Source: an optimization exercise on an open RTL-to-GDS flow (aim: small area, a short achievable clock period and few clock cycles per item). Production flows keep margins and buffers that such runs may drop.
Where RTL was checked, it was by simulation tests only, not by an equivalence proof against the original.
Power is estimated from default activity; no workload was simulated.

Design pitch_core, start of the top module:
module pitch_core (
    input  logic       i_clk,
    input  logic       reset,
    input  logic       start,
    input  sdram_pkg::mem_addr_t  src_addr,
    input  sdram_pkg::mem_addr_t  dst_addr,
    input  logic [3:0] speed,
    output logic       done,
    output sdram_pkg::mem_req_t   mem_req,
    input  sdram_pkg::mem_data_t  mem_readdata,
    input  logic       finished
);
    typedef sdram_pkg::mem_addr_t mem_addr_t;
    typedef enum logic [2:0] {S_IDLE, S_HDR, S_LEN, S_LEN2, S_WALK, S_END, S_DONE} state_e;
    state_e      st;
    logic        hdr_first;
    logic [3:0]  h;
    logic        lt8;                
    logic        eq8;                
    logic [2:0]  step;               
    logic [2:0]  r;                  
    mem_addr_t   srcq;               
    mem_addr_t   dstq;               
    logic [23:0] lmh;                
    logic [23:0] remh;               
    mem_addr_t   wa;                 
    mem_addr_t   rp;                 
    logic [3:0]  d;                  
    logic        first;              
    logic [1:0]  nsh;                
    logic [31:0] lo, hi, nxt;
    logic        nxt_v;
    logic        nx_wrap;            
    logic [3:0]  nx_d;
    logic [2:0]  nx_inc;             
    logic        nx_sh;              
    logic [1:0]  cstep;
    logic [15:0] a_x;
    logic [3:0]  a_c;
    logic        a_v, a_last, a_init;
    logic [22:0] qs, qc;             
    logic        qcin;
    logic        q_v, q_last, q_init;
    logic [15:0] acc0, acc1;         
  ...
Size in the first run: roughly 2400 cells after synthesis, roughly 500 flip-flops, ~140 I/O pins.
Settings: LEC_CHECK=0, CAP_MARGIN=20, CORE_MARGIN=2, CORE_UTILIZATION=40, SETUP_SLACK_MARGIN=5, SLEW_MARGIN=20, TNS_END_PERCENT=10; clock period 10.0 ns.
standard.sh (not shown) runs the stock make flow with config.mk's settings and CLKGATE_MAP_FILE= SYNTH_SCRIPT=/design/flow/synth_recipe.tcl, a recipe that flattens the netlist after the stock synthesis.
==> flow/flow/run.sh <==
#!/bin/bash
set -e
MARGIN=${MARGIN:-6.5}
bash standard.sh finish SETUP_SLACK_MARGIN=$MARGIN > standard.log 2>&1
Testbench counts at the start, summed over its fixed seeds: cycles 105,755, words 16,960.
Edit:
CTS_BUF_LIST = sky130_fd_sc_hd__clkbuf_16   (was not set)
CTS_CLUSTER_DIAMETER = 80   (was not set)
CTS_CLUSTER_SIZE = 20   (was not set)
TNS_END_PERCENT = not set   (was 10)
Effect: Synthesized area is unchanged. Final area goes down by a few percent. Non-clock buffer count fell by 1. Via count rose slightly. Setup slack improved by 0.18 ns. Fmax increases by a few percent.
Edit:
CTS_BUF_LIST = not set   (was sky130_fd_sc_hd__clkbuf_16)
CTS_CLUSTER_DIAMETER = not set   (was 80)
CTS_CLUSTER_SIZE = not set   (was 20)
=>
- synthesized area does not change
- clock power grows by 34%
- core utilization grows by 0.85 points
- synthesized cell count is unchanged
- final area grows by about 1.8%
- wire length grows by 0.49%
- power grows by 8.3%
- via count grows by 0.38%
- first-iteration DRC count grows by about 1.5%
- register-to-register slack hardly moves
- sequential power is about the same
Edit:
--- a/flow/flow/run.sh
+++ b/flow/flow/run.sh
@@ -3 +3 @@
-MARGIN=${MARGIN:-6.5}
+MARGIN=${MARGIN:-6.9}
- die area is unchanged
- global-route usage rose by 0.94 points
- worst hold slack is about the same
- sequential power barely changes
- clock power fell by about 2%

---

Setup of old:
Another version of the RTL of pitch_core (not shown whole).
Size in the first run: about 2500 cells after synthesis, about 510 flip-flops, ~140 I/O pins, ~29000 sq um of cells after synthesis.
Settings: LEC_CHECK=0, CAP_MARGIN=20, CORE_MARGIN=2, CORE_UTILIZATION=40, CTS_BUF_LIST=sky130_fd_sc_hd__clkbuf_8, CTS_CLUSTER_SIZE=30, SETUP_SLACK_MARGIN=5, SLEW_MARGIN=20; clock period 10.0 ns.
==> flow/flow/run.sh <==
#!/bin/bash
set -e
MARGIN=${MARGIN:-6.5}
bash standard.sh finish SETUP_SLACK_MARGIN=$MARGIN > standard.log 2>&1
old reached the final stage; the timing, DRC and antenna checks on its layout passed.
The following lists how new was set up differently from old:
# old
export LEC_CHECK = 0
export CAP_MARGIN = 20
export CORE_MARGIN = 2
export CORE_UTILIZATION = 40
export CTS_BUF_LIST = sky130_fd_sc_hd__clkbuf_8
export CTS_CLUSTER_SIZE = 30
export SETUP_SLACK_MARGIN = 5
export SLEW_MARGIN = 20
create_clock -name core_clock -period 10.0 [get_ports {i_clk}]
# new
export LEC_CHECK = 0
export CAP_MARGIN = 20
export CORE_MARGIN = 2
export CORE_UTILIZATION = 40
export SETUP_SLACK_MARGIN = 5
export SLEW_MARGIN = 20
create_clock -name core_clock -period 10.0 [get_ports {i_clk}]
[summary]
- When the final numbers for new and old were put side by side, the normalized max-slew margin turned out to be smaller in old.
- According to the power report, total power for new is higher than for old.
- Taking old as the reference point, the post-route minimum period of new rises by 37 ps.
- [compare] base=old new=new: utilization after layout grew by 0.27 points, cell area grew by 200 sq um, area growth from synthesis to layout rose 0.68 points.
Function was not checked in any run of this note: the RTL went through the layout flow alone.

---

pitch_core, a different RTL version from the one above (not shown whole).
For scale: ~2,600 cells after synthesis, about 500 flip-flops, ~140 I/O pins, about 0.029 sq mm of cells after synthesis.
// pitch_core
module pitch_core (
    input  logic       i_clk,
    input  logic       reset,
    input  logic       start,
    input  sdram_pkg::mem_addr_t  src_addr,
    input  sdram_pkg::mem_addr_t  dst_addr,
    input  logic [3:0] speed,
    output logic       done,
    output sdram_pkg::mem_req_t   mem_req,
    input  sdram_pkg::mem_data_t  mem_readdata,
    input  logic       finished
);
Settings: LEC_CHECK=0, CAP_MARGIN=20, CORE_MARGIN=2, CORE_UTILIZATION=40, SETUP_SLACK_MARGIN=5, SLEW_MARGIN=20; clock period 10.0 ns.
Scripts as last shown in full above: flow/flow/run.sh
Testbench counts at the start, summed over its fixed seeds: cycles 107,217, words 16,960.
Edit:
--- a/flow/flow/run.sh
+++ b/flow/flow/run.sh
@@ -3 +3 @@
-MARGIN=${MARGIN:-6.5}
+MARGIN=${MARGIN:-7.2}
Total power grows by 9.3%.
Register-to-register slack loses 0.06 ns.
Core utilization grows by 3.6 points.
Worst setup slack loses 0.063 ns.
Clock skew grows by 0.023 ns.
Wire length grows by 4.2%.
Clock power shrinks by about 8%.
Sequential share of layout area shrinks by 2.6 points.

---

## before
Another version of the RTL of pitch_core (not shown whole).
For scale: ~500 flip-flops, roughly 0.029 mm^2 of cells after synthesis.
Settings: LEC_CHECK=0, CAP_MARGIN=20, CORE_MARGIN=2, CORE_UTILIZATION=40, SETUP_SLACK_MARGIN=5, SLEW_MARGIN=20; clock period 10.0 ns.
==> flow/flow/run.sh <==
#!/bin/bash
set -e
MARGIN=${MARGIN:-6.6}
bash standard.sh finish SETUP_SLACK_MARGIN=$MARGIN > standard.log 2>&1
Changes in after relative to before:
-- flow/flow/run.sh --
<<< before, line 3
MARGIN=${MARGIN:-6.6}
>>> after, line 3
MARGIN=${MARGIN:-6.5}
Results
after: flow completed, timing, DRC and antenna clean. Diff before -> after | final critical delay including setup and external delays | increase of 0.065 ns. Count of clock-buffer cells in the layout was lower in the run labelled before. Taking before as the reference, in after multi-input logic area saw a decrease, net count reported at finish saw a decrease, area growth from synthesis to layout saw a decrease. Compared with before, in after flip-flop and latch share of the layout cell area up 0.47 points, final cell count shows a reduction of about 0.5%, global-route wire length before repair now smaller, non-clock buffer count went down 7.9%, placed cell count did not really move. after ends up with a hold slack that is 0.015 ns lower than in before.
Function was not checked in any run of this note: the RTL went through the layout flow alone.

---

pitch_core, a different RTL version from the one above (not shown whole).
For scale: ~500 flip-flops.
export LEC_CHECK = 0
export CAP_MARGIN = 20
export CORE_MARGIN = 2
export CORE_UTILIZATION = 40
export SETUP_SLACK_MARGIN = 5
export SLEW_MARGIN = 20
create_clock -name core_clock -period 10.0 [get_ports {i_clk}]
==> flow/flow/run.sh <==
#!/bin/bash
set -e
MARGIN=${MARGIN:-6.7}
bash standard.sh finish SETUP_SLACK_MARGIN=$MARGIN > standard.log 2>&1
The starting point completed without violations.
Then changed:
--- a/flow/flow/run.sh
+++ b/flow/flow/run.sh
@@ -3 +3 @@
-MARGIN=${MARGIN:-6.7}
+MARGIN=${MARGIN:-6.3}
What happened: Critical path depth shrinks by 5; synthesized area is unchanged; worst setup slack degrades by 220 ps; count of clock-buffer cells in the layout grows by 6; utilization shrinks by 1.4 points; design area shrinks by 2.9%; register-to-register slack degrades by 140 ps; flip-flop and latch count stays the same; first-iteration DRC count shrinks by 7.1%; wire length shrinks by 4.0%.
No run of this note included a check of the RTL's function; only the layout flow was run.

==> afterwards: timing with drivers on the ports <==
No port has a modelled driver above. Below, the same layouts with a new extraction and two added sets of constraints. Step 1 (the two cells are an assumption about what drives the block):
set clk [get_ports {i_clk}]
set_driving_cell -lib_cell sky130_fd_sc_hd__clkbuf_16 $clk
set_driving_cell -lib_cell sky130_fd_sc_hd__buf_2 [delete_from_list [all_inputs] $clk]
Step 2 adds t to the input delays and takes it off the output delays; t is the mean of the earliest and latest rising clock arrival at the registers after step 1. Input paths then give back, and output paths get back, about the clock's delay inside the block. Three values: ideal, step 1, step 2; two values: the first two.
run	shift t [ns]	setup WS [ns]	worst setup path after step 2	slew at the worst register clock pin (ns)	pins driven straight from the clock port
the first run of note 1	0.676	6.350 / 6.292 / 5.684	input to register	0.07 / 0.07	1
the second run of note 1	0.619	6.529 / 6.503 / 5.989	input to register	0.09 / 0.09	1
the third run of note 1	0.686	6.532 / 6.505 / 5.856	input to register	0.06 / 0.06	1
the fourth run of note 1	0.686	6.652 / 6.594 / 6.077	input to register	0.06 / 0.06	1
old	0.732	6.330 / 6.330 / 5.814	input to register	0.08 / 0.08	1
new	0.684	6.294 / 6.294 / 5.940	input to register	0.07 / 0.07	1
the first run of note 3	0.681	6.357 / 6.357 / 5.883	input to register	0.07 / 0.07	1
the second run of note 3	0.688	6.293 / 6.293 / 6.162	input to register	0.06 / 0.06	1
before	0.683	6.601 / 6.555 / 5.960	input to register	0.07 / 0.07	1
after	0.686	6.536 / 6.485 / 5.980	input to register	0.07 / 0.07	1
the first run of note 5	0.679	6.593 / 6.593 / 6.043	input to register	0.07 / 0.07	1
the second run of note 5	0.676	6.376 / 6.333 / 5.681	input to register	0.07 / 0.07	1
After both steps setup and hold are still met in every run listed. For the second run of note 5, which loses most, drivers alone change the setup slack by -0.043 ns; drivers and shift together by -0.695 ns.
